This is an optimization exercise on Yosys and OpenROAD, whose aim is small area, not a production implementation.
Only simulation tests tie the RTL to the original design; equivalence was not proved.

==> raven: inputs <==
==> flow/design.v <==
module decode_stage #(
    parameter int XLEN = 64,
    parameter int NREG = 32,
    parameter int RW   = $clog2(NREG)
) (
    input  logic            clk,
    input  logic            rst,
    input  logic            if_valid,
    input  logic [31:0]     ix,
    input  logic [XLEN-1:0] pc_in,
    input  logic            flush,
    input  logic            wb_we,
    input  logic [4:0]      wb_wa,
    input  logic [XLEN-1:0] wb_wd,
    output logic            stall,
    output logic            ex_valid,
    output logic            regWrite,
    output logic            memToReg,
    output logic            branch,
    output logic            jump,
    output logic            memRead,
    output logic            memWrite,
    output logic            aluSrc,
    output logic [1:0]      aluOp,
    output logic [XLEN-1:0] rd1,
    output logic [XLEN-1:0] rd2,
    output logic [XLEN-1:0] imm,
    output logic [XLEN-1:0] pc,
    output logic            funct7_5,
    output logic [2:0]      funct3,
    output logic [4:0]      wa,
    output logic [4:0]      rs1,
    output logic [4:0]      rs2,
    output logic            illegal
);
    localparam logic [6:0] OP_R      = 7'b0110011;
    localparam logic [6:0] OP_IMM    = 7'b0010011;
    localparam logic [6:0] OP_LOAD   = 7'b0000011;
    localparam logic [6:0] OP_STORE  = 7'b0100011;
    localparam logic [6:0] OP_BRANCH = 7'b1100011;
    localparam logic [6:0] OP_JAL    = 7'b1101111;
    localparam logic [6:0] OP_JALR   = 7'b1100111;
    localparam logic [6:0] OP_LUI    = 7'b0110111;
    localparam logic [6:0] OP_AUIPC  = 7'b0010111;
    logic [XLEN-1:0] rf_q [NREG];
    assign rf_q[0] = '0;
    generate
        for (genvar gi = 1; gi < NREG; gi++) begin : g_row
            logic sel_w, sel_h;
            assign sel_w = rst && wb_we && (wb_wa == 5'(gi));
            assign sel_h = rst && !(wb_we && (wb_wa == 5'(gi)));
            for (genvar gb = 0; gb < XLEN; gb++) begin : g_bit
                rf_bit u_bit (.clk(clk), .sel_w(sel_w), .sel_h(sel_h), .d(wb_wd[gb]),
                              .q(rf_q[gi][gb]));
            end
        end
    endgenerate
    logic [NREG-1:1] dec1, dec2;
    always_comb begin
        for (int i = 1; i < NREG; i++) begin
            dec1[i] = rs1 == 5'(i);
            dec2[i] = rs2 == 5'(i);
        end
    end
    generate
        for (genvar gb = 0; gb < XLEN; gb++) begin : g_rd
            logic [NREG-1:1] col;
            for (genvar gi = 1; gi < NREG; gi++) begin : g_col
                assign col[gi] = rf_q[gi][gb];
            end
            rd_bit #(.N(NREG-1)) u_rd1 (.sel(dec1), .d(col), .y(rd1[gb]));
            rd_bit #(.N(NREG-1)) u_rd2 (.sel(dec2), .d(col), .y(rd2[gb]));
        end
    endgenerate
    logic is_r, is_i, is_ld, is_st, is_br, is_jal, is_jalr, is_u, known_op;
    assign is_r    = ix[6:0] == OP_R;
    assign is_i    = ix[6:0] == OP_IMM;
    assign is_ld   = ix[6:0] == OP_LOAD;
    assign is_st   = ix[6:0] == OP_STORE;
    assign is_br   = ix[6:0] == OP_BRANCH;
    assign is_jal  = ix[6:0] == OP_JAL;
    assign is_jalr = ix[6:0] == OP_JALR;
    assign is_u    = (ix[6:0] == OP_LUI) || (ix[6:0] == OP_AUIPC);
    assign known_op = is_r || is_i || is_ld || is_st || is_br || is_jal || is_jalr || is_u;
    logic use_rs1, use_rs2;
    assign use_rs1 = is_r || is_i || is_ld || is_st || is_br || is_jalr;
    assign use_rs2 = is_r || is_st || is_br;
    assign stall = if_valid && !flush && ex_valid && memRead && (wa != 5'd0) &&
                   ((use_rs1 && (ix[19:15] == wa)) || (use_rs2 && (ix[24:20] == wa)));
    logic load;
    assign load = rst && if_valid && !flush && !stall;
    always_ff @(posedge clk) begin
        ex_valid <= load;
        regWrite <= load && (is_r || is_i || is_ld || is_jal || is_jalr || is_u);
        memRead  <= load && is_ld;
        branch   <= load && is_br;
        jump     <= load && (is_jal || is_jalr);
        memWrite <= load && is_st;
        aluSrc   <= load && (is_i || is_ld || is_st || is_jalr || is_u);
        aluOp[1] <= load && (is_r || is_i);
        aluOp[0] <= load && (is_br || is_i);
        illegal  <= load && !known_op;
    end
    assign memToReg = memRead;
    logic [29:25] ix_hi;
    logic         sgn, f_i, f_u, f_j;
    always_ff @(posedge clk) begin
        pc       <= pc_in;
        funct7_5 <= ix[30];
        funct3   <= ix[14:12];
        wa       <= ix[11:7];
        rs1      <= ix[19:15];
        rs2      <= ix[24:20];
        ix_hi    <= ix[29:25];
        sgn      <= ix[31] && (is_i || is_ld || is_st || is_br || is_jal || is_jalr || is_u);
        f_i      <= is_i || is_ld || is_jalr;
        f_u      <= is_u;
        f_j      <= is_jal;
    end
    logic f_s, f_b;
    assign f_s = memWrite;
    assign f_b = branch;
    logic [30:7] r;
    assign r = {funct7_5, ix_hi, rs2, rs1, funct3, wa};
    always_comb begin
        imm = {XLEN{sgn}};
        imm[0]     = (f_i && r[20]) || (f_s && r[7]);
        imm[4:1]   = ({4{f_i || f_j}} & r[24:21]) | ({4{f_s || f_b}} & r[11:8]);
        imm[10:5]  = {6{f_i || f_s || f_b || f_j}} & r[30:25];
        imm[11]    = ((f_i || f_s) && sgn) || (f_b && r[7]) || (f_j && r[20]);
        imm[19:12] = (f_u || f_j) ? r[19:12] : {8{sgn}};
        imm[30:20] = f_u ? r[30:20] : {11{sgn}};
    end
endmodule
module rf_bit (
    input  logic clk,
    input  logic sel_w,
    input  logic sel_h,
    input  logic d,
    output logic q
);
    always_ff @(posedge clk) q <= (sel_w && d) || (sel_h && q);
endmodule
module rd_bit #(
    parameter int N = 31
) (
    input  logic [N-1:0] sel,
    input  logic [N-1:0] d,
    output logic         y
);
    logic [9:0] g_n;
    for (genvar g = 0; g < 10; g++) begin : g_grp
        rd_grp3 u_grp (.sel(sel[3*g +: 3]), .d(d[3*g +: 3]), .y_n(g_n[g]));
    end
    rd_comb u_comb (.g_n(g_n), .sel(sel[30]), .d(d[30]), .y(y));
endmodule
module rd_grp3 (
    input  logic [2:0] sel,
    input  logic [2:0] d,
    output logic       y_n
);
    assign y_n = !(|(sel & d));
endmodule
module rd_comb (
    input  logic [9:0] g_n,
    input  logic       sel,
    input  logic       d,
    output logic       y
);
    assign y = !(&g_n) || (sel && d);
endmodule
==> flow/flow/run.sh <==
#!/bin/bash
# Standard ORFS layout with smaller port buffers and no CTS dummy loads.
set -euo pipefail
export BUFFER_PORTS_ARGS="-buffer_cell sky130_fd_sc_hd__buf_1"
export CTS_ARGS="-sink_clustering_enable -repair_clock_nets -dont_use_dummy_load"
bash standard.sh > orfs_make.log 2>&1
==> flow/standard.sh <==
#!/bin/bash
# synth_recipe.tcl (not shown) runs the flow's synth.tcl, then flattens the netlist and writes it again
# the make line also repeats each setting of config.mk as NAME=value (left out here)
make -C /OpenROAD-flow-scripts/flow DESIGN_CONFIG=/design/flow/config.mk WORK_HOME=/design/flow/orfs CLKGATE_MAP_FILE= SYNTH_SCRIPT=/design/flow/synth_recipe.tcl "${@:-finish}"
==> flow/config.mk <==
export PLATFORM = sky130hd
export DESIGN_NAME = decode_stage
export DESIGN_NICKNAME = decode_stage
export VERILOG_FILES = /design/flow/design.v
export SDC_FILE = /design/flow/constraint.sdc
export NUM_CORES = 4
export LEC_CHECK = 0
export CAP_MARGIN = 20
export CORE_MARGIN = 2
export CORE_UTILIZATION = 40
export SLEW_MARGIN = 20
export SYNTH_HIERARCHICAL = 1
==> flow/constraint.sdc <==
create_clock -name core_clock -period 6.0 [get_ports {clk}]
set_input_delay 1.2000 -clock core_clock [delete_from_list [all_inputs] [get_ports {clk}]]
set_output_delay 1.2000 -clock core_clock [all_outputs]
set_load 0.01 [all_outputs]
==> inputs of xenon, as changes to raven <==
==> flow/flow/run.sh (replaced) <==
#!/bin/bash
# Standard ORFS layout with smaller port buffers and a leaner clock tree.
set -euo pipefail
export BUFFER_PORTS_ARGS="-buffer_cell sky130_fd_sc_hd__buf_1"
export CTS_ARGS="-sink_clustering_enable -repair_clock_nets -buf_list sky130_fd_sc_hd__clkbuf_16 -sink_clustering_size 20 -sink_clustering_max_diameter 50 -dont_use_dummy_load"
bash standard.sh > orfs_make.log 2>&1
==> inputs of juniper, as changes to raven <==
==> flow/run.sh (new file) <==
#!/bin/bash
# synth_recipe.tcl (not shown) runs the flow's synth.tcl, then flattens the netlist and writes it again
# the make line also repeats each setting of config.mk as NAME=value (left out here)
make -C /OpenROAD-flow-scripts/flow DESIGN_CONFIG=/design/flow/config.mk WORK_HOME=/design/flow/orfs CLKGATE_MAP_FILE= SYNTH_SCRIPT=/design/flow/synth_recipe.tcl finish
removed: flow/flow/run.sh
removed: flow/standard.sh
==> impl_metrics.toml <==
[detailed_routing]
route.met2.wl_mm = 165
dr.pass1.iters = 17

[placement]
dp.final_hpwl_mm = 234

[cells_and_area]
syn_to_final_growth_pct = 18.5
buffers = 790
multi_input_area_share_pct = 39.6
seq_area_um2 = 41800
final_area_um2 = 91800
final_core_util_pct = 47.7

[worst_setup_path]
endpoint = "rd2[23]"
path_cells = "nand2b_1 -> nor2_4 -> buf_4 -> a222oi_1 -> nand4_1 -> a2111o_1 -> buf_1"

[global_routing]
grt_use_met3_pct = 16.4
grt_use_met1_pct = 48.8

[min_path]
min_to = "pc[59]"

[run_status]
status = "no timing/DRC/antenna violations"

[pwr]
ir_drop_uv = 341
p_comb_w = 0.00157
netSwitchingFraction_pct = 24.7
seq_power_share_pct = 51.8

[clock_network]
clock_latency_ns = 0.85
(the above is from raven)
==> impl_metrics.toml <==
[worst_setup_path]
path_cells = "nand2b_1 -> nor2_4 -> buf_4 -> a222oi_1 -> nand4_1 -> a2111o_1 -> buf_1"
endpoint = "rd2[22]"

[detailed_routing]
dr.pass1.iters = 14
route.met2.wl_mm = 165

[global_routing]
gr-max-usage-layer = "met2"
grt_use_met3_pct = 15.9
grt_use_met1_pct = 49.0

[cells_and_area]
syn_to_final_growth_pct = 17.8
final_core_util_pct = 47.4
nClkBuffers = 195
final_area_um2 = 91300
multi_input_area_share_pct = 39.8
seq_area_um2 = 41800

[pwr]
netSwitchingFraction_pct = 24.9
ir_drop_uv = 337

[min_path]
min_to = "pc[18]"

[clock_network]
clock_latency_ns = 0.82

[run_status]
status = "no timing/DRC/antenna violations"

[placement]
dp.final_hpwl_mm = 234
(the above is from xenon)
==> impl_metrics.toml <==
[global_routing]
grt_pass1_vias = 75900
grt_use_met1_pct = 47.2
grt_use_met3_pct = 12.7

[yosys]
synth_edf_count = 0
syn_nets = 6398
yosysTopAreaCell = "dfxtp_1"

[run_status]
status = "no timing/DRC/antenna violations"

[pwr]
ir_drop_uv = 348
netSwitchingFraction_pct = 24.5
p_comb_w = 0.00160

[cells_and_area]
seq_area_um2 = 41800
final_area_um2 = 95900
largest_reg_flops = 1984
syn_to_final_growth_pct = 23.8
reg.largest.list = "g_row.g_bit.u_bit.q: 1984 flops, pc: 64 flops"
buffers = 731

[placement]
dp.final_hpwl_mm = 226

[detailed_routing]
route.met2.wl_mm = 163
dr.pass1.iters = 14

[min_path]
min_to = "g_row[20].g_bit[58].u_bit.q"

[floorplan]
boundaryPins = 457
(the above is from juniper)

port drivers added, routing unchanged:
The flow's constraints put no driver on any port. The routed layouts listed below were extracted and timed again, unchanged, in two steps. Step 1, drivers: a clkbuf_16 drives clk and a buf_2 each remaining input, both assumed. Step 2 adds t to the input delays and takes it off the output delays; t is the mean of the earliest and latest rising clock arrival at the registers after step 1. Input paths then give back, and output paths get back, about the clock's delay inside the block. a / b / c = ideal ports / drivers / drivers and shift; a / b = the first two.
run	t, ns	slack for setup (ns)	pins driven straight from the clock port
raven	0.932	0.252 / 0.161 / 1.093	1
xenon	0.923	0.317 / 0.225 / 1.148	1
juniper	0.960	0.078 / -0.011 / 0.949	1
After both steps setup and hold are still met in every run listed.
